Background: an optimization exercise with open tools, aiming at small area, a short achievable clock period and few clock cycles per item. Do not read the settings as production practice.
Only simulation tests tie the RTL to the original design; equivalence was not proved.
No activity file was given, so power comes from the tool's default toggle rates.

===== flow/config.mk =====
export PLATFORM = sky130hd
export DESIGN_NAME = first_fit_extent_allocator_core
export DESIGN_NICKNAME = first_fit_extent_allocator_core
export VERILOG_FILES = /design/flow/design.v
export SDC_FILE = /design/flow/constraint.sdc
export NUM_CORES = 4
export LEC_CHECK = 0
export CAP_MARGIN = 20
export CORE_MARGIN = 2
export CORE_UTILIZATION = 40
export SLEW_MARGIN = 20
export SYNTH_MEMORY_MAX_BITS = 8192

===== flow/constraint.sdc =====
create_clock -name core_clock -period 11.0 [get_ports {clk}]
set_input_delay 2.2000 -clock core_clock [delete_from_list [all_inputs] [get_ports {clk}]]
set_output_delay 2.2000 -clock core_clock [all_outputs]
set_load 0.01 [all_outputs]

===== flow/design.v =====
`default_nettype none
package ffa_pkg;
  localparam int MAX_EXTENTS_DEF = 64;
  localparam logic [1:0] MODE_ALLOC   = 2'd0;
  localparam logic [1:0] MODE_FREE    = 2'd1;
  localparam logic [1:0] MODE_RESERVE = 2'd2;
  localparam logic [1:0] MODE_CLEAR   = 2'd3;
  localparam logic [3:0] ST_OK      = 4'd0;
  localparam logic [3:0] ST_LIMIT   = 4'd1;
  localparam logic [3:0] ST_NOFIT   = 4'd2;
  localparam logic [3:0] ST_HEADER  = 4'd3;
  localparam logic [3:0] ST_TRAIL   = 4'd4;
  localparam logic [3:0] ST_LEAD    = 4'd5;
  localparam logic [3:0] ST_BEFORE  = 4'd6;
  localparam logic [3:0] ST_UNAVAIL = 4'd7;
  localparam logic [3:0] ST_FULL    = 4'd8;
  localparam logic [7:0]  HDR_RESET = 8'd16;
endpackage
`default_nettype wire
`default_nettype none
module ffa_ctrl (
  input  wire        clk,
  input  wire        rst,
  input  wire        in_valid,
  output wire        in_ready,
  input  wire  [1:0] in_mode,
  input  wire [23:0] in_offset,
  input  wire  [7:0] in_count,
  input  wire        out_ready,
  output logic       out_valid,
  output logic       cur_v,
  output logic [1:0] cur_mode,
  output logic [23:0] cur_off,
  output logic [7:0] cur_cnt,
  output logic [23:0] nxt_off,    
  output logic [7:0] nxt_cnt,     
  input  wire        step,        
  output wire        proc,        
  input  wire        done         
);
  logic        sk_v;
  logic [1:0]  sk_mode;
  logic [23:0] sk_off;
  logic [7:0]  sk_cnt;
  wire         acc  = in_valid & ~sk_v;
  wire         free = ~cur_v | (proc & done);
  assign in_ready = ~sk_v;
  assign proc     = cur_v & step & (~out_valid | out_ready);
  always_ff @(posedge clk) begin
    if (rst) begin
      cur_v     <= 1'b0;
      sk_v      <= 1'b0;
      out_valid <= 1'b0;
    end else begin
      if (free) begin
        cur_v <= sk_v | acc;
        sk_v  <= 1'b0;
      end else if (acc) begin
        sk_v  <= 1'b1;
      end
      if (proc & done) out_valid <= 1'b1;
      else if (out_ready) out_valid <= 1'b0;
    end
  end
  always_comb begin
    if (!free) begin
      nxt_off = cur_off;
      nxt_cnt = cur_cnt;
    end else if (sk_v) begin
      nxt_off = sk_off;
      nxt_cnt = sk_cnt;
    end else begin
      nxt_off = in_offset;
      nxt_cnt = in_count;
    end
  end
  always_ff @(posedge clk) begin
    cur_off <= nxt_off;
    cur_cnt <= nxt_cnt;
    if (free) cur_mode <= sk_v ? sk_mode : in_mode;
    if (~free & acc) begin
      sk_mode <= in_mode;
      sk_off  <= in_offset;
      sk_cnt  <= in_count;
    end
  end
endmodule
`default_nettype wire
`default_nettype none
module ffa_datapath #(
  parameter int N = 64
) (
  input  wire         clk,
  input  wire         rst,
  input  wire         alloc,      
  input  wire  [23:0] off_n,      
  input  wire  [7:0]  cnt_n,
  input  wire         c_w,        
  input  wire         q_w,        
  input  wire         do_clr,     
  input  wire         do_wa,      
  input  wire         do_wb,      
  input  wire         do_rema,    
  input  wire         do_remb,    
  input  wire         do_ins,     
  input  wire  [24:0] w_s,
  input  wire  [24:0] w_l,
  output logic        a_v,
  output logic        a_gn,       
  output logic [24:0] a_s,
  output logic [24:0] a_l,
  output logic        b_v,
  output logic [24:0] b_s,
  output logic [24:0] b_l,
  output wire         full
);
  function automatic logic gt25(input logic [24:0] x, input logic [24:0] y);
    logic [31:0] g0, l0;
    logic [15:0] g1, l1;
    logic [7:0]  g2, l2;
    logic [3:0]  g3, l3;
    logic [1:0]  g4, l4;
    g0 = '0;
    l0 = '0;
    for (int k = 0; k < 25; k++) begin
      g0[k] = x[k] & ~y[k];
      l0[k] = ~x[k] & y[k];
    end
    for (int k = 0; k < 16; k++) begin
      g1[k] = g0[2*k+1] | (~l0[2*k+1] & g0[2*k]);
      l1[k] = l0[2*k+1] | (~g0[2*k+1] & l0[2*k]);
    end
    for (int k = 0; k < 8; k++) begin
      g2[k] = g1[2*k+1] | (~l1[2*k+1] & g1[2*k]);
      l2[k] = l1[2*k+1] | (~g1[2*k+1] & l1[2*k]);
    end
    for (int k = 0; k < 4; k++) begin
      g3[k] = g2[2*k+1] | (~l2[2*k+1] & g2[2*k]);
      l3[k] = l2[2*k+1] | (~g2[2*k+1] & l2[2*k]);
    end
    for (int k = 0; k < 2; k++) begin
      g4[k] = g3[2*k+1] | (~l3[2*k+1] & g3[2*k]);
      l4[k] = l3[2*k+1] | (~g3[2*k+1] & l3[2*k]);
    end
    gt25 = g4[1] | (~l4[1] & g4[0]);
  endfunction
  logic [24:0] ts [0:N-1];
  logic [24:0] tl [0:N-1];
  logic [N-1:0] tv;
  logic [N-1:0] cq;     
  logic [N-1:0] qq;     
  logic [N:0]   c;      
  logic [N-1:0] q;
  logic [N-1:0] pq;     
  logic [N-1:0] sa, sb;   
  logic [N-1:0] gea;    
  logic [N-1:0] gn;     
  logic [N:0]   cn;     
  logic [N-1:0] qn;     
  assign full = tv[N-1];
  assign c    = {1'b1, cq};
  assign q    = qq;
  assign cn[N] = 1'b1;
  always_comb begin
    logic [N-1:0] p;
    p = q;
    for (int d = 1; d < N; d = d * 2)
      p = p | (p << d);
    pq = p;
  end
  genvar i;
  generate
    for (i = 0; i < N; i++) begin : g_cmp
      assign gn[i] = gt25(ts[i], {1'b0, off_n});
      assign cn[i] = ~tv[i] | gn[i];
      assign qn[i] = tv[i] & ((|tl[i][24:8]) | (tl[i][7:0] >= cnt_n));
      if (i == 0) begin : g_first
        assign sb[i] = c[i];
        assign sa[i] = alloc ? q[i] : (c[i+1] & ~c[i]);
      end else begin : g_rest
        assign sb[i] = c[i] & ~c[i-1];
        assign sa[i] = alloc ? (q[i] & ~pq[i-1]) : (c[i+1] & ~c[i]);
      end
      assign gea[i] = alloc ? pq[i] : c[i+1];
    end
  endgenerate
  always_comb begin
    a_v = 1'b0; a_gn = 1'b0; a_s = '0; a_l = '0;
    b_v = 1'b0; b_s = '0; b_l = '0;
    for (int k = 0; k < N; k++) begin
      a_v = a_v | (sa[k] & tv[k]);
      a_gn = a_gn | (sa[k] & gn[k]);
      a_s = a_s | ({25{sa[k]}} & ts[k]);
      a_l = a_l | ({25{sa[k]}} & tl[k]);
      b_v = b_v | (sb[k] & tv[k]);
      b_s = b_s | ({25{sb[k]}} & ts[k]);
      b_l = b_l | ({25{sb[k]}} & tl[k]);
    end
  end
  generate
    for (i = 0; i < N; i++) begin : g_ent
      wire wr = (do_wa & sa[i]) | (do_wb & sb[i]) | ((i == 0) & do_clr);
      wire sl = ~do_clr & ((do_rema & gea[i]) | (do_remb & c[i]));
      wire sr = (i == 0) ? 1'b0 : (~do_clr & do_ins & c[i-1]);
      wire hd = ~(wr | sl | sr);
      wire [24:0] ns = (i == N-1) ? 25'd0 : ts[(i == N-1) ? i : i+1];
      wire [24:0] nl = (i == N-1) ? 25'd0 : tl[(i == N-1) ? i : i+1];
      wire        nv = (i == N-1) ? 1'b0  : tv[(i == N-1) ? i : i+1];
      wire        nq = (i == N-1) ? 1'b0  : qn[(i == N-1) ? i : i+1];
      wire        pq_ = (i == 0) ? 1'b0  : qn[(i == 0) ? i : i-1];
      wire        pc = (i == 0) ? 1'b1  : cn[(i == 0) ? i : i-1];
      wire [24:0] ps = (i == 0) ? 25'd0 : ts[(i == 0) ? i : i-1];
      wire [24:0] pl = (i == 0) ? 25'd0 : tl[(i == 0) ? i : i-1];
      wire        pv = (i == 0) ? 1'b0  : tv[(i == 0) ? i : i-1];
      wire [24:0] ds = ({25{wr}} & w_s) | ({25{sl}} & ns) | ({25{sr}} & ps) | ({25{hd}} & ts[i]);
      wire [24:0] dl = ({25{wr}} & w_l) | ({25{sl}} & nl) | ({25{sr}} & pl) | ({25{hd}} & tl[i]);
      wire        dv = wr | (sl & nv) | (sr & pv) | (hd & tv[i] & ~do_clr);
      wire        dc = (wr & c_w) | (sl & cn[i+1]) | (sr & pc) | (hd & (cn[i] | do_clr));
      wire        dq = (wr & q_w) | (sl & nq) | (sr & pq_) | (hd & qn[i] & ~do_clr);
      if (i == 0) begin : g_r
        always_ff @(posedge clk) begin
          if (rst) begin
            tv[i] <= 1'b1;
            cq[i] <= {1'b0, off_n} < 25'd16;
            qq[i] <= 1'b1;
            ts[i] <= 25'd16;
            tl[i] <= 25'h1FF_FFFF - 25'd16;
          end else begin
            tv[i] <= dv;
            cq[i] <= dc;
            qq[i] <= dq;
            ts[i] <= ds;
            tl[i] <= dl;
          end
        end
      end else begin : g_n
        always_ff @(posedge clk) begin
          tv[i] <= rst ? 1'b0 : dv;
          cq[i] <= rst | dc;
          qq[i] <= ~rst & dq;
          ts[i] <= ds;
          tl[i] <= dl;
        end
      end
    end
  endgenerate
endmodule
`default_nettype wire
`default_nettype none
import ffa_pkg::*;
module first_fit_extent_allocator_core #(
  parameter int MAX_EXTENTS = 64
) (
  input  wire        clk,
  input  wire        rst,
  input  wire        cfg_we,
  input  wire  [7:0] cfg_wdata,
  input  wire        req_valid,
  output wire        req_ready,
  input  wire  [1:0] req_mode,
  input  wire [23:0] req_offset,
  input  wire  [7:0] req_count,
  output wire        rsp_valid,
  input  wire        rsp_ready,
  output logic [3:0] rsp_status,
  output logic [23:0] rsp_result_offset
);
  logic [7:0]  hdr;
  logic        cur_v;
  logic [1:0]  mode;
  logic [23:0] off;
  logic [7:0]  cnt;
  logic [23:0] off_n;
  logic [7:0]  cnt_n;
  wire         proc;
  wire         done;
  logic        ph2;
  logic        s2;      
  ffa_ctrl u_ctrl (
    .clk       (clk),
    .rst       (rst),
    .in_valid  (req_valid),
    .in_ready  (req_ready),
    .in_mode   (req_mode),
    .in_offset (req_offset),
    .in_count  (req_count),
    .out_ready (rsp_ready),
    .out_valid (rsp_valid),
    .cur_v     (cur_v),
    .cur_mode  (mode),
    .cur_off   (off),
    .cur_cnt   (cnt),
    .nxt_off   (off_n),
    .nxt_cnt   (cnt_n),
    .step      (s2),
    .proc      (proc),
    .done      (done)
  );
  logic        a_v, a_gn, b_v, full;
  wire         c_w, q_w;
  logic [24:0] a_s, a_l, b_s, b_l;
  logic        a_v_c, b_v_c;
  logic [24:0] a_s_c, a_l_c, b_s_c, b_l_c;
  wire         wa, wb, rema, remb, ins, clr;
  wire  [24:0] w_s, w_l;
  logic [3:0]  st;
  logic [23:0] res;
  ffa_datapath #(.N(MAX_EXTENTS)) u_dp (
    .clk     (clk),
    .rst     (rst),
    .alloc   (mode == MODE_ALLOC),
    .off_n   (off_n),
    .cnt_n   (cnt_n),
    .c_w     (c_w),
    .q_w     (q_w),
    .do_clr  (proc & clr),
    .do_wa   (proc & wa),
    .do_wb   (proc & wb),
    .do_rema (proc & rema),
    .do_remb (proc & remb),
    .do_ins  (proc & ins),
    .w_s     (w_s),
    .w_l     (w_l),
    .a_v     (a_v_c),
    .a_gn    (a_gn),
    .a_s     (a_s_c),
    .a_l     (a_l_c),
    .b_v     (b_v_c),
    .b_s     (b_s_c),
    .b_l     (b_l_c),
    .full    (full)
  );
  function automatic logic cout26(input logic [25:0] x, input logic [25:0] y);
    logic [31:0] g0, p0;
    logic [15:0] g1, p1;
    logic [7:0]  g2, p2;
    logic [3:0]  g3, p3;
    logic [1:0]  g4, p4;
    g0 = '0;
    p0 = '1;    
    for (int k = 0; k < 26; k++) begin
      g0[k] = x[k] & y[k];
      p0[k] = x[k] | y[k];
    end
    for (int k = 0; k < 16; k++) begin
      g1[k] = g0[2*k+1] | (p0[2*k+1] & g0[2*k]);
      p1[k] = p0[2*k+1] & p0[2*k];
    end
    for (int k = 0; k < 8; k++) begin
      g2[k] = g1[2*k+1] | (p1[2*k+1] & g1[2*k]);
      p2[k] = p1[2*k+1] & p1[2*k];
    end
    for (int k = 0; k < 4; k++) begin
      g3[k] = g2[2*k+1] | (p2[2*k+1] & g2[2*k]);
      p3[k] = p2[2*k+1] & p2[2*k];
    end
    for (int k = 0; k < 2; k++) begin
      g4[k] = g3[2*k+1] | (p3[2*k+1] & g3[2*k]);
      p4[k] = p3[2*k+1] & p3[2*k];
    end
    cout26 = g4[1] | (p4[1] & g4[0]);
  endfunction
  function automatic logic sum_gt(input logic [24:0] a, input logic [24:0] b,
                                  input logic [24:0] k);
    logic [25:0] x, y, nk, s, c;
    x  = {1'b0, a};
    y  = {1'b0, b};
    nk = ~{1'b0, k};
    s  = x ^ y ^ nk;
    c  = {(x[24:0] & y[24:0]) | (x[24:0] & nk[24:0]) | (y[24:0] & nk[24:0]), 1'b0};
    sum_gt = cout26(s, c);
  endfunction
  function automatic logic sum_eq(input logic [24:0] a, input logic [24:0] b,
                                  input logic [24:0] k);
    logic [25:0] x, y, kk, cin;
    x   = {1'b0, a};
    y   = {1'b0, b};
    kk  = {1'b0, k};
    cin = {(x[24:0] & y[24:0]) | ((x[24:0] ^ y[24:0]) & ~kk[24:0]), 1'b0};
    sum_eq = ((x ^ y ^ kk) == cin);
  endfunction
  function automatic logic [24:0] add25(input logic [24:0] x, input logic [24:0] y,
                                        input logic ci);
    logic [24:0] g, p, pp;
    g  = x & y;
    p  = x ^ y;
    pp = p;
    g[0] = g[0] | (p[0] & ci);
    for (int d = 1; d < 25; d = d * 2) begin
      for (int k = 24; k >= d; k--) begin
        g[k]  = g[k] | (pp[k] & g[k-d]);
        pp[k] = pp[k] & pp[k-d];
      end
    end
    add25 = p ^ {g[23:0], ci};
  endfunction
  function automatic logic [24:0] add3(input logic [24:0] x, input logic [24:0] y,
                                       input logic [24:0] z, input logic ci);
    logic [24:0] s, c;
    s = x ^ y ^ z;
    c = {(x[23:0] & y[23:0]) | (x[23:0] & z[23:0]) | (y[23:0] & z[23:0]), 1'b0};
    add3 = add25(s, c, ci);
  endfunction
  wire [24:0] off25 = {1'b0, off};
  wire [24:0] cnt25 = {17'd0, cnt};
  wire [24:0] e     = off25 + cnt25;
  wire        a_top = a_v & ~b_v;               
  wire        a_big = |a_l[24:8];
  wire        a_gt  = a_big | (a_l[7:0] > cnt);    
  wire        a_lt  = ~a_big & (a_l[7:0] < cnt);
  wire        a_at  = a_s == off25;
  wire        trail = b_v & (e > b_s);
  wire        mn    = b_v & (e == b_s);
  wire        lead  = a_v & (a_top | sum_gt(a_s, a_l, off25));
  wire        mp    = a_v & ~a_top & sum_eq(a_s, a_l, off25);
  wire        pe_gt = a_top | sum_gt(a_s, a_l, e);
  wire        pe_lt = ~pe_gt & ~sum_eq(a_s, a_l, e);
  wire        hdr_lt = off < {16'd0, hdr};
  wire        z  = (cnt == 8'd0);
  wire        mC = (mode == MODE_CLEAR);
  wire        mA = (mode == MODE_ALLOC) & ~z;
  wire        mF = (mode == MODE_FREE) & ~z;
  wire        mR = (mode == MODE_RESERVE) & ~z;
  wire        a_ok   = a_v & ~a_s[24];
  wire        f_go   = ~hdr_lt & ~trail & ~lead;
  wire        f_ins  = f_go & ~mn & ~mp & ~full;
  wire        r_at   = ~ph2 & a_v & a_at;
  wire        r_in   = ~ph2 & a_v & ~a_at;
  wire        r_split = r_in & pe_gt & ~full;
  wire        rh     = ph2 | (r_in & ~pe_lt & ~pe_gt);
  assign clr  = mC;
  assign wa   = (mA & a_ok & a_gt) | (mF & f_go & mp) | (mR & ((r_at & a_gt) | rh));
  assign wb   = (mF & f_go & mn & ~mp) | (mF & f_ins) | (mR & r_split);
  assign rema = (mA & a_ok & ~a_gt) | (mR & r_at & ~a_gt & ~a_lt);
  assign remb = mF & f_go & mn & mp;
  assign ins  = (mF & f_ins) | (mR & r_split);
  assign done = ~(mR & r_split);
  wire [24:0] s_alloc = add25(a_s, cnt25, 1'b0);
  wire [24:0] s_clr   = {17'd0, hdr};
  wire [24:0] l_sub   = add25(a_l, ~cnt25, 1'b1);
  wire [24:0] l_add   = add25(a_l, cnt25, 1'b0);
  wire [24:0] l_both  = add3(a_l, cnt25, b_l, 1'b0);
  wire [24:0] l_mn    = add25(b_l, cnt25, 1'b0);
  wire [24:0] l_tail  = add3(a_s, a_l, ~e, 1'b1);
  wire [24:0] l_head  = add25(off25, ~a_s, 1'b1);
  wire [24:0] l_clr   = 25'h1FF_FFFF - {17'd0, hdr};
  wire ss_as    = (mF & mp) | (mR & rh);
  wire ss_off   = mF & ~mp;
  wire ss_e     = mR & ~rh;
  wire ls_sub   = mA | (mR & ~rh & a_at);
  wire ls_tail  = mR & ~rh & ~a_at;
  wire ls_head  = mR & rh;
  wire ls_both  = mF & mn & mp;
  wire ls_mn    = mF & mn & ~mp;
  wire ls_add   = mF & ~mn & mp;
  wire ls_cnt   = mF & ~mn & ~mp;
  assign w_s = ({25{ss_as}} & a_s) | ({25{ss_off}} & off25) | ({25{ss_e}} & e) |
               ({25{mA}} & s_alloc) | ({25{mC}} & s_clr);
  assign w_l = ({25{ls_sub}} & l_sub) | ({25{ls_tail}} & l_tail) | ({25{ls_head}} & l_head) |
               ({25{ls_both}} & l_both) | ({25{ls_mn}} & l_mn) | ({25{ls_add}} & l_add) |
               ({25{ls_cnt}} & cnt25) | ({25{mC}} & l_clr);
  function automatic logic fits(input logic [24:0] x, input logic [7:0] k);
    fits = (|x[24:8]) | (x[7:0] >= k);
  endfunction
  wire [25:0] kk      = {2'b0, off_n} - {18'd0, cnt};
  wire        g_alloc = kk[25] | (a_s > kk[24:0]);    
  wire        g_off   = off > off_n;
  wire        g_e     = e > {1'b0, off_n};
  wire        g_clr   = hdr > off_n;
  assign c_w = (ss_as & a_gn) | (ss_off & g_off) | (ss_e & g_e) | (mA & g_alloc) | (mC & g_clr);
  assign q_w = (ls_sub & fits(l_sub, cnt_n)) | (ls_tail & fits(l_tail, cnt_n)) |
               (ls_head & fits(l_head, cnt_n)) | (ls_both & fits(l_both, cnt_n)) |
               (ls_mn & fits(l_mn, cnt_n)) | (ls_add & fits(l_add, cnt_n)) |
               (ls_cnt & fits(cnt25, cnt_n)) | (mC & fits(l_clr, cnt_n));
  always_comb begin
    st  = ST_OK;
    res = '0;
    if (mA) begin
      if (!a_v) st = ST_NOFIT;
      else if (a_s[24]) st = ST_LIMIT;
      else res = a_s[23:0];
    end else if (mF) begin
      if (hdr_lt) st = ST_HEADER;
      else if (trail) st = ST_TRAIL;
      else if (lead) st = ST_LEAD;
      else if (!mn && !mp && full) st = ST_FULL;
    end else if (mR && !ph2) begin
      if (!a_v) st = ST_BEFORE;
      else if (a_at) begin
        if (a_lt) st = ST_UNAVAIL;
      end else if (pe_lt) st = ST_UNAVAIL;
      else if (pe_gt && full) st = ST_FULL;
    end
  end
  always_ff @(posedge clk) begin
    if (cur_v & ~s2) begin
      a_v <= a_v_c;
      a_s <= a_s_c;
      a_l <= a_l_c;
      b_v <= b_v_c;
      b_s <= b_s_c;
      b_l <= b_l_c;
    end
  end
  always_ff @(posedge clk) begin
    if (rst) s2 <= 1'b0;
    else if (cur_v & ~s2) s2 <= 1'b1;
    else if (proc & done) s2 <= 1'b0;
  end
  always_ff @(posedge clk) begin
    if (rst) begin
      hdr <= HDR_RESET;
      ph2 <= 1'b0;
    end else begin
      if (cfg_we) hdr <= cfg_wdata;
      if (proc) ph2 <= ~done;
    end
  end
  always_ff @(posedge clk) begin
    if (proc & done) begin
      rsp_status        <= st;
      rsp_result_offset <= res;
    end
  end
endmodule
`default_nettype wire

===== flow/run.sh =====
#!/bin/bash
# synth_recipe.tcl (not shown) runs the flow's synth.tcl, then flattens the netlist and writes it again
# the make line also repeats each setting of config.mk as NAME=value (left out here)
make -C /OpenROAD-flow-scripts/flow DESIGN_CONFIG=/design/flow/config.mk WORK_HOME=/design/flow/orfs CLKGATE_MAP_FILE= SYNTH_SCRIPT=/design/flow/synth_recipe.tcl finish

==> results of run 1 <==
## power groups by stage
stage	Sequential (mW)	Clock [mW]	Combinational [mW]
floorplan	14.4	0	5.85
global placement	15.3	0	13.7
detailed placement	15.3	0	13.7
CTS	15.0	15.9	14.0
## per-stage QoR
step | util (%) | instances | hold slack (ps) | area, sq um
floorplan | - | 31200 | 451 | 251000
global placement | 45.3 | 39500 | 469 | 284000
detailed placement | 45.3 | 39500 | 476 | 284000
CTS | 48.0 | 40300 | 490 | 301000
## cells by family after synthesis
family / after synthesis / synth area share [%]
flip-flops: 3603 / 29.4
AO/OA/AOI/OAI: 14500 / 43.2
AND/OR/NAND/NOR: 7119 / 13.1
adder cells (fa/ha/maj): 1251 / 6.21
XOR/XNOR: 220 / 0.767
multiplexers: 70 / 0.290
buffers and inverters: 4520 / 7.04
## worst min-delay path by stage
| stage | slack, ps | depth (start not counted) | end | start |
|---|---|---|---|---|
| after CTS | 490 | 1 | u_dp.ts[18][16] | u_dp.ts[18][16] |
| after global placement | 470 | 1 | u_dp.ts[18][16] | u_dp.ts[18][16] |
| after floorplan | 450 | 2 | u_dp.tl[0][18] | u_dp.tl[0][18] |
| after detailed placement | 480 | 1 | u_dp.ts[18][16] | u_dp.ts[18][16] |
## cell usage after synthesis, types with 167 or more instances
master and instances:
nor2_1 926, a21o_1 247, dfxtp_1 3437, a22o_1 1664
nor4_1 327, o21a_1 167, nand3_1 546, nand4_1 521
o21ai_0 3359, a221o_1 2745, inv_1 656, nor2b_1 202
nand2b_1 212, a222oi_1 453, o211ai_1 173, nor3_1 286
buf_1 463, a221oi_1 1123, maj3_1 290, nand2_1 3495
a22oi_1 1227, a21oi_1 1493, ha_1 863, clkbuf_1 3081
o22ai_1 379
## layer usage
layer / overflow / GRT usage [%]
met1: 4296 / 98.0
met2: 16500 / 109
met3: 4045 / 96.7
met4: 7735 / 102
met5: 480 / 89.4
## repair_timing
| item | CTS |
|---|---|
| gates resized for setup | 246 |
| setup endpoints to repair | 126 |
| cloned | 5 |
| buffers inserted | 35 |
| pin swaps | 102 |
==> impl_metrics.ini, run 1 <==
[cts]
hold_buffers = 0
cts_buffer_depth = 4
cts.htree.levels = 5
numClockSinks = 3603
cts_buffers = 443
clock_tree.root_cell = clkbuf_16

[synth]
synthTopCellsByArea = dfxtp_1 (27%), a221o_1 (11%), o21ai_0 (6.7%)
synth_flop_cell = dfxtp_1
ys_ff_latch = 3603
avgSynthCellArea_sq_um = 8.04
synth_edf_count = 166
synth_fp_nets = 32200
async_flop_share_pct = 0
syn_area_sq_um = 251000
synth_top_cell_by_area = dfxtp_1
synthCells = 31200
synth_top_area_share_pct = 27.4
synth.distinct_cells = 112
seq_area_frac_synth_pct = 29.4
yosysWarnings = 5

[global_routing]
grt_pass1_wl_um = 4470000
grt_overflow = 33000
grt_pass1_vias = 405000
grt_max_degree = 96
track_usage_pct = 101

[status]
lastStage = global routing
first-error = [ERROR GRT-0116] Global routing finished with congestion. Check the congestion regions in the DRC Viewer.
status = aborted with a tool error

[die]
io_pins = 77
initial_core_util_pct = 40.1
die_w_um = 796
die_y_um = 796
row_count = 291

[place]
portBuffers = 76
gp_congestion = 1.45
post-place-ws_ps = -2490
dp_hpwl_um = 2180000
Testbench counts, summed over its fixed seeds: cycles 19,779, items 9,600.
==> inputs of run 2 (changes only) <==
--- a/flow/design.v
+++ b/flow/design.v
@@ -105,4 +105,7 @@
   input  wire         do_ins,     
+  input  wire         do_wl2,     
   input  wire  [24:0] w_s,
   input  wire  [24:0] w_l,
+  input  wire  [24:0] w_l2,
+  input  wire         q_w2,       
   output logic        a_v,
@@ -204,3 +207,5 @@
       wire sr = (i == 0) ? 1'b0 : (~do_clr & do_ins & c[i-1]);
+      wire w2 = do_wl2 & sa[i];
       wire hd = ~(wr | sl | sr);
+      wire hl = ~(wr | sl | sr | w2);
       wire [24:0] ns = (i == N-1) ? 25'd0 : ts[(i == N-1) ? i : i+1];
@@ -215,6 +220,7 @@
       wire [24:0] ds = ({25{wr}} & w_s) | ({25{sl}} & ns) | ({25{sr}} & ps) | ({25{hd}} & ts[i]);
-      wire [24:0] dl = ({25{wr}} & w_l) | ({25{sl}} & nl) | ({25{sr}} & pl) | ({25{hd}} & tl[i]);
+      wire [24:0] dl = ({25{wr}} & w_l) | ({25{sl}} & nl) | ({25{sr}} & pl) | ({25{hl}} & tl[i]) |
+                       ({25{w2}} & w_l2);
       wire        dv = wr | (sl & nv) | (sr & pv) | (hd & tv[i] & ~do_clr);
       wire        dc = (wr & c_w) | (sl & cn[i+1]) | (sr & pc) | (hd & (cn[i] | do_clr));
-      wire        dq = (wr & q_w) | (sl & nq) | (sr & pq_) | (hd & qn[i] & ~do_clr);
+      wire        dq = (wr & q_w) | (w2 & q_w2) | (sl & nq) | (sr & pq_) | (hl & qn[i] & ~do_clr);
       if (i == 0) begin : g_r
@@ -276,3 +282,2 @@
   wire         done;
-  logic        ph2;
   logic        s2;      
@@ -303,3 +308,3 @@
   logic [24:0] a_s_c, a_l_c, b_s_c, b_l_c;
-  wire         wa, wb, rema, remb, ins, clr;
+  wire         wa, wb, rema, remb, ins, clr, wl2;
   wire  [24:0] w_s, w_l;
@@ -321,4 +326,7 @@
     .do_ins  (proc & ins),
+    .do_wl2  (proc & wl2),
     .w_s     (w_s),
     .w_l     (w_l),
+    .w_l2    (l_head),
+    .q_w2    (q_head),
     .a_v     (a_v_c),
@@ -405,3 +413,3 @@
   wire [24:0] cnt25 = {17'd0, cnt};
-  wire [24:0] e     = off25 + cnt25;
+  logic [24:0] e;    
   wire        a_top = a_v & ~b_v;               
@@ -426,6 +434,6 @@
   wire        f_ins  = f_go & ~mn & ~mp & ~full;
-  wire        r_at   = ~ph2 & a_v & a_at;
-  wire        r_in   = ~ph2 & a_v & ~a_at;
+  wire        r_at   = a_v & a_at;
+  wire        r_in   = a_v & ~a_at;
   wire        r_split = r_in & pe_gt & ~full;
-  wire        rh     = ph2 | (r_in & ~pe_lt & ~pe_gt);
+  wire        rh     = r_in & ~pe_lt & ~pe_gt;
   assign clr  = mC;
@@ -436,3 +444,4 @@
   assign ins  = (mF & f_ins) | (mR & r_split);
-  assign done = ~(mR & r_split);
+  assign wl2  = mR & r_split;    
+  assign done = 1'b1;
   wire [24:0] s_alloc = add25(a_s, cnt25, 1'b0);
@@ -470,6 +479,17 @@
   assign c_w = (ss_as & a_gn) | (ss_off & g_off) | (ss_e & g_e) | (mA & g_alloc) | (mC & g_clr);
-  assign q_w = (ls_sub & fits(l_sub, cnt_n)) | (ls_tail & fits(l_tail, cnt_n)) |
-               (ls_head & fits(l_head, cnt_n)) | (ls_both & fits(l_both, cnt_n)) |
-               (ls_mn & fits(l_mn, cnt_n)) | (ls_add & fits(l_add, cnt_n)) |
-               (ls_cnt & fits(cnt25, cnt_n)) | (mC & fits(l_clr, cnt_n));
+  wire [8:0]  cc      = {1'b0, cnt} + {1'b0, cnt_n};           
+  wire [8:0]  dn      = {1'b0, cnt_n} - {1'b0, cnt};           
+  wire [25:0] kt      = {1'b0, e} + {18'd0, cnt_n} - 26'd1;     
+  wire [24:0] kb      = {16'd0, dn} - 25'd1;                    
+  wire [24:0] kh      = off25 - {17'd0, cnt_n};                 
+  wire        q_sub   = (|a_l[24:9]) | (a_l[8:0] >= cc);                
+  wire        q_add   = dn[8] | (dn == 9'd0) | (|a_l[24:8]) | (a_l[7:0] >= dn[7:0]);  
+  wire        q_both  = dn[8] | (dn == 9'd0) | sum_gt(a_l, b_l, kb);   
+  wire        q_mn    = dn[8] | (dn == 9'd0) | (|b_l[24:8]) | (b_l[7:0] >= dn[7:0]);  
+  wire        q_cnt   = dn[8] | (dn == 9'd0);                           
+  wire        q_tail  = ~kt[25] & sum_gt(a_s, a_l, kt[24:0]);            
+  wire        q_head  = ~kh[24] & (a_s <= kh);                          
+  wire        q_clr   = fits(l_clr, cnt_n);
+  assign q_w = (ls_sub & q_sub) | (ls_tail & q_tail) | (ls_head & q_head) | (ls_both & q_both) |
+               (ls_mn & q_mn) | (ls_add & q_add) | (ls_cnt & q_cnt) | (mC & q_clr);
   always_comb begin
@@ -486,3 +506,3 @@
       else if (!mn && !mp && full) st = ST_FULL;
-    end else if (mR && !ph2) begin
+    end else if (mR) begin
       if (!a_v) st = ST_BEFORE;
@@ -494,2 +514,3 @@
   end
+  always_ff @(posedge clk) e <= {1'b0, off_n} + {17'd0, cnt_n};
   always_ff @(posedge clk) begin
@@ -512,6 +533,4 @@
       hdr <= HDR_RESET;
-      ph2 <= 1'b0;
     end else begin
       if (cfg_we) hdr <= cfg_wdata;
-      if (proc) ph2 <= ~done;
     end
--- a/flow/config.mk
+++ b/flow/config.mk
@@ -9,3 +9,4 @@
 export CORE_MARGIN = 2
-export CORE_UTILIZATION = 40
+export CORE_UTILIZATION = 20
+export PLACE_DENSITY = 0.32
 export SLEW_MARGIN = 20
==> impl_metrics.ini, run 2 <==
[global_routing]
grt_max_degree = 92
track_usage_pct = 62.2
grt_overflow = 985
grt_pass1_vias = 385000
grt_pass1_wl_um = 5370000

[die]
io_pins = 77
die_y_um = 1150
initial_core_util_pct = 20.0
die_w_um = 1150
row_count = 421

[synth]
syn_area_sq_um = 263000
synth.area.mux_share_pct = 0.291
synth_xor_area_share_pct = 0.919
synth.distinct_cells = 106
async_flop_share_pct = 0
synth_top_family_by_area = compound AO/OA/AOI/OAI gates
synthCells = 33300
synth_edf_count = 166
synth_fp_nets = 34400
synth_top_cell_by_area = dfxtp_1
synth_top_area_share_pct = 26.3
post-synth-top-count-cell = nand2_1
synth_flop_cell = dfxtp_1
ys_ff_latch = 3627
synth_compound_area_share_pct = 43.7
synthTopCellsByArea = dfxtp_1 (26%), a22o_1 (6.0%), o21ai_0 (5.7%)
seq_area_frac_synth_pct = 28.2
synth_common_cells = nand2_1 (3,519), dfxtp_1 (3,461), clkbuf_1 (3,445), o21ai_0 (2,991), a21oi_1 (1,949)
yosys.area_share.simple_pct = 13.6
avgSynthCellArea_sq_um = 7.91
yosysWarnings = 5
synthAdderAreaFrac_pct = 6.29

[cts]
cts.htree.levels = 6
numClockSinks = 3627
cts_resized = 0
hold_buffers = 0
cts_buffers = 576
postCtsSetupRepairBufs = 0
clock_tree.root_cell = clkbuf_16
cts_buffer_depth = 5

[place]
gp_congestion = 1.17
placed_cells = 50600
portBuffers = 76
dp_hpwl_um = 3000000
post_dp_cell_area_sq_um = 307000

[status]
status = aborted with a tool error
first-error = [ERROR GRT-0116] Global routing finished with congestion. Check the congestion regions in the DRC Viewer.
lastStage = global routing
## run 2: stage by stage
| step | setup WS (ps) | hold WS (ps) |
|---|---|---|
| 2_1_floorplan | 3.59 | 456 |
| 3_3_place_gp | -815 | 427 |
| 3_5_place_dp | -337 | 430 |
| 4_1_cts | 872 | 438 |
## run 2: worst min path at each step
| stage | start | endpoint | slack, ps | depth (start not counted) |
|---|---|---|---|---|
| floorplan | u_dp.ts[61][13] | u_dp.ts[61][13] | 460 | 2 |
| global placement | u_dp.tl[57][10] | u_dp.tl[57][10] | 430 | 2 |
| detailed placement | u_dp.ts[6][7] | u_dp.ts[6][7] | 430 | 2 |
| CTS | u_dp.ts[1][12] | u_dp.ts[1][12] | 440 | 2 |
## run 2: logic make-up after synthesis
| group | after synthesis |
|---|---|
| AND/OR/NAND/NOR | 7812 |
| XOR/XNOR | 276 |
| buffers and inverters | 4771 |
| flip-flops | 3627 |
| AO/OA/AOI/OAI | 15500 |
| multiplexers | 73 |
| adder cells (fa/ha/maj) | 1260 |
## run 2: layer usage
metal  overflow  global-route usage, %
met1          3                   68.7
met2        521                   79.7
met3         10                   37.1
met4        449                   58.7
met5          2                   16.3
## run 2: power groups by stage
stage                     sequential, mW  combinational, mW  clock, mW
after floorplan                     14.7               7.12          0
after global placement              15.8               19.4          0
after detailed placement            15.8               19.3          0
after CTS                           15.5               19.4       20.3
Testbench counts of run 2, summed over its fixed seeds: cycles 19,216, items 9,600.
==> inputs of run 3 (changes only) <==
--- a/flow/design.v
+++ b/flow/design.v
@@ -36,3 +36,2 @@
   output logic [7:0] nxt_cnt,     
-  input  wire        step,        
   output wire        proc,        
@@ -47,3 +46,3 @@
   assign in_ready = ~sk_v;
-  assign proc     = cur_v & step & (~out_valid | out_ready);
+  assign proc     = cur_v & (~out_valid | out_ready);
   always_ff @(posedge clk) begin
@@ -282,3 +281,2 @@
   wire         done;
-  logic        s2;      
   ffa_ctrl u_ctrl (
@@ -299,3 +297,2 @@
     .nxt_cnt   (cnt_n),
-    .step      (s2),
     .proc      (proc),
@@ -306,4 +303,2 @@
   logic [24:0] a_s, a_l, b_s, b_l;
-  logic        a_v_c, b_v_c;
-  logic [24:0] a_s_c, a_l_c, b_s_c, b_l_c;
   wire         wa, wb, rema, remb, ins, clr, wl2;
@@ -331,9 +326,9 @@
     .q_w2    (q_head),
-    .a_v     (a_v_c),
+    .a_v     (a_v),
     .a_gn    (a_gn),
-    .a_s     (a_s_c),
-    .a_l     (a_l_c),
-    .b_v     (b_v_c),
-    .b_s     (b_s_c),
-    .b_l     (b_l_c),
+    .a_s     (a_s),
+    .a_l     (a_l),
+    .b_v     (b_v),
+    .b_s     (b_s),
+    .b_l     (b_l),
     .full    (full)
@@ -516,17 +511,2 @@
   always_ff @(posedge clk) begin
-    if (cur_v & ~s2) begin
-      a_v <= a_v_c;
-      a_s <= a_s_c;
-      a_l <= a_l_c;
-      b_v <= b_v_c;
-      b_s <= b_s_c;
-      b_l <= b_l_c;
-    end
-  end
-  always_ff @(posedge clk) begin
-    if (rst) s2 <= 1'b0;
-    else if (cur_v & ~s2) s2 <= 1'b1;
-    else if (proc & done) s2 <= 1'b0;
-  end
-  always_ff @(posedge clk) begin
     if (rst) begin
--- a/flow/config.mk
+++ b/flow/config.mk
@@ -9,4 +9,4 @@
 export CORE_MARGIN = 2
-export CORE_UTILIZATION = 20
-export PLACE_DENSITY = 0.32
+export CORE_UTILIZATION = 30
+export PLACE_DENSITY = 0.45
 export SLEW_MARGIN = 20
==> impl_metrics.ini, run 3 <==
[status]
status = aborted with a tool error
lastStage = global routing
first-error = [ERROR GRT-0116] Global routing finished with congestion. Check the congestion regions in the DRC Viewer.

[cts]
clock_tree.root_cell = clkbuf_16
cts_buffers = 471
cts.htree.levels = 5
cts_buffer_depth = 4
numClockSinks = 3524

[global_routing]
track_usage_pct = 89.9
grt_max_degree = 107
grt_pass1_vias = 450000
grt_pass1_wl_um = 5560000
grt_overflow = 34300

[synth]
ys_ff_latch = 3524
synth_top_area_share_pct = 26.1
async_flop_share_pct = 0
synthCells = 32900
synthTopCellsByArea = dfxtp_1 (26%), a221o_1 (8.6%), a22o_1 (6.2%)
syn_area_sq_um = 265000
synth_fp_nets = 34000
synth_top_family_by_area = compound AO/OA/AOI/OAI gates
synth_compound_area_share_pct = 43.0
synth_top_cell_by_area = dfxtp_1
synth.distinct_cells = 120
avgSynthCellArea_sq_um = 8.06
seq_area_frac_synth_pct = 26.8
synth_xor_area_share_pct = 0.878
synthAdderAreaFrac_pct = 6.67
synth_common_cells = nand2_1 (3,560), dfxtp_1 (3,460), clkbuf_1 (2,599), a221o_1 (2,268), o21ai_0 (1,999)
synth_flop_cell = dfxtp_1
post-synth-top-count-cell = nand2_1
yosysWarnings = 5
synth.area.mux_share_pct = 0.266
yosys.area_share.simple_pct = 15.0
synth_edf_count = 64

[place]
gp_congestion = 1.41
dp_hpwl_um = 2820000
post_dp_cell_area_sq_um = 331000
placed_cells = 47000
post-place-ws_ps = -1440
portBuffers = 76

[die]
io_pins = 77
die_w_um = 944
initial_core_util_pct = 30.1
die_y_um = 944
row_count = 345
==> run 3: changes by cell type after synthesis, moves of 120 or more <==
cell / change
a221o_1: +998
o21ai_0: -992
clkbuf_1: -846
buf_2: +599
a21oi_1: -588
a222oi_1: -556
o211ai_1: +426
o221ai_1: -372
nor2_1: +309
o2111ai_1: +182
o21ai_1: +173
nand3_1: -168
maj3_1: +129
and3_1: +120
==> run 3: cells by family after synthesis <==
| group | count (synthesis) |
|---|---|
| multiplexers | 67 |
| AO/OA/AOI/OAI | 14800 |
| buffers and inverters | 4676 |
| adder cells (fa/ha/maj) | 1381 |
| flip-flops | 3524 |
| XOR/XNOR | 266 |
| AND/OR/NAND/NOR | 8246 |
==> run 3: worst max-delay path by stage <==
stage,start,to,depth (start not counted),slack [ps]
3_5_place_dp,req_count[0],u_dp.qq[44],41,-1440
3_3_place_gp,req_count[0],u_dp.qq[39],41,-2100
2_1_floorplan,rsp_ready,u_dp.qq[61],42,10
4_1_cts,u_dp.qq[0],u_dp.tl[25][18],40,-5
==> run 3: layer usage <==
metal,track usage [%],GRT overflow
met1,88.9,968
met2,106,25600
met3,77.0,768
met4,86.5,6827
met5,57.1,77
==> run 3: through the flow <==
stage	setup TNS [ps]	power (mW)
global placement	-3170020	64.0
CTS	-5.46	81.5
detailed placement	-2054040	64.1
floorplan	0	32.6
==> run 3: repair_timing <==
item,CTS
hold buffers,0
setup endpoints to repair,3392
setup buffers,3
pin swaps,18
gates resized for setup,46
==> run 3: power by group through the flow <==
stage / clock [mW] / sequential, mW / combinational, mW
4_1_cts: 17.4 / 24.2 / 39.9
3_5_place_dp: 0 / 24.4 / 39.7
3_3_place_gp: 0 / 24.4 / 39.5
2_1_floorplan: 0 / 19.2 / 13.4
Testbench counts of run 3, summed over its fixed seeds: cycles 9,616, items 9,600.
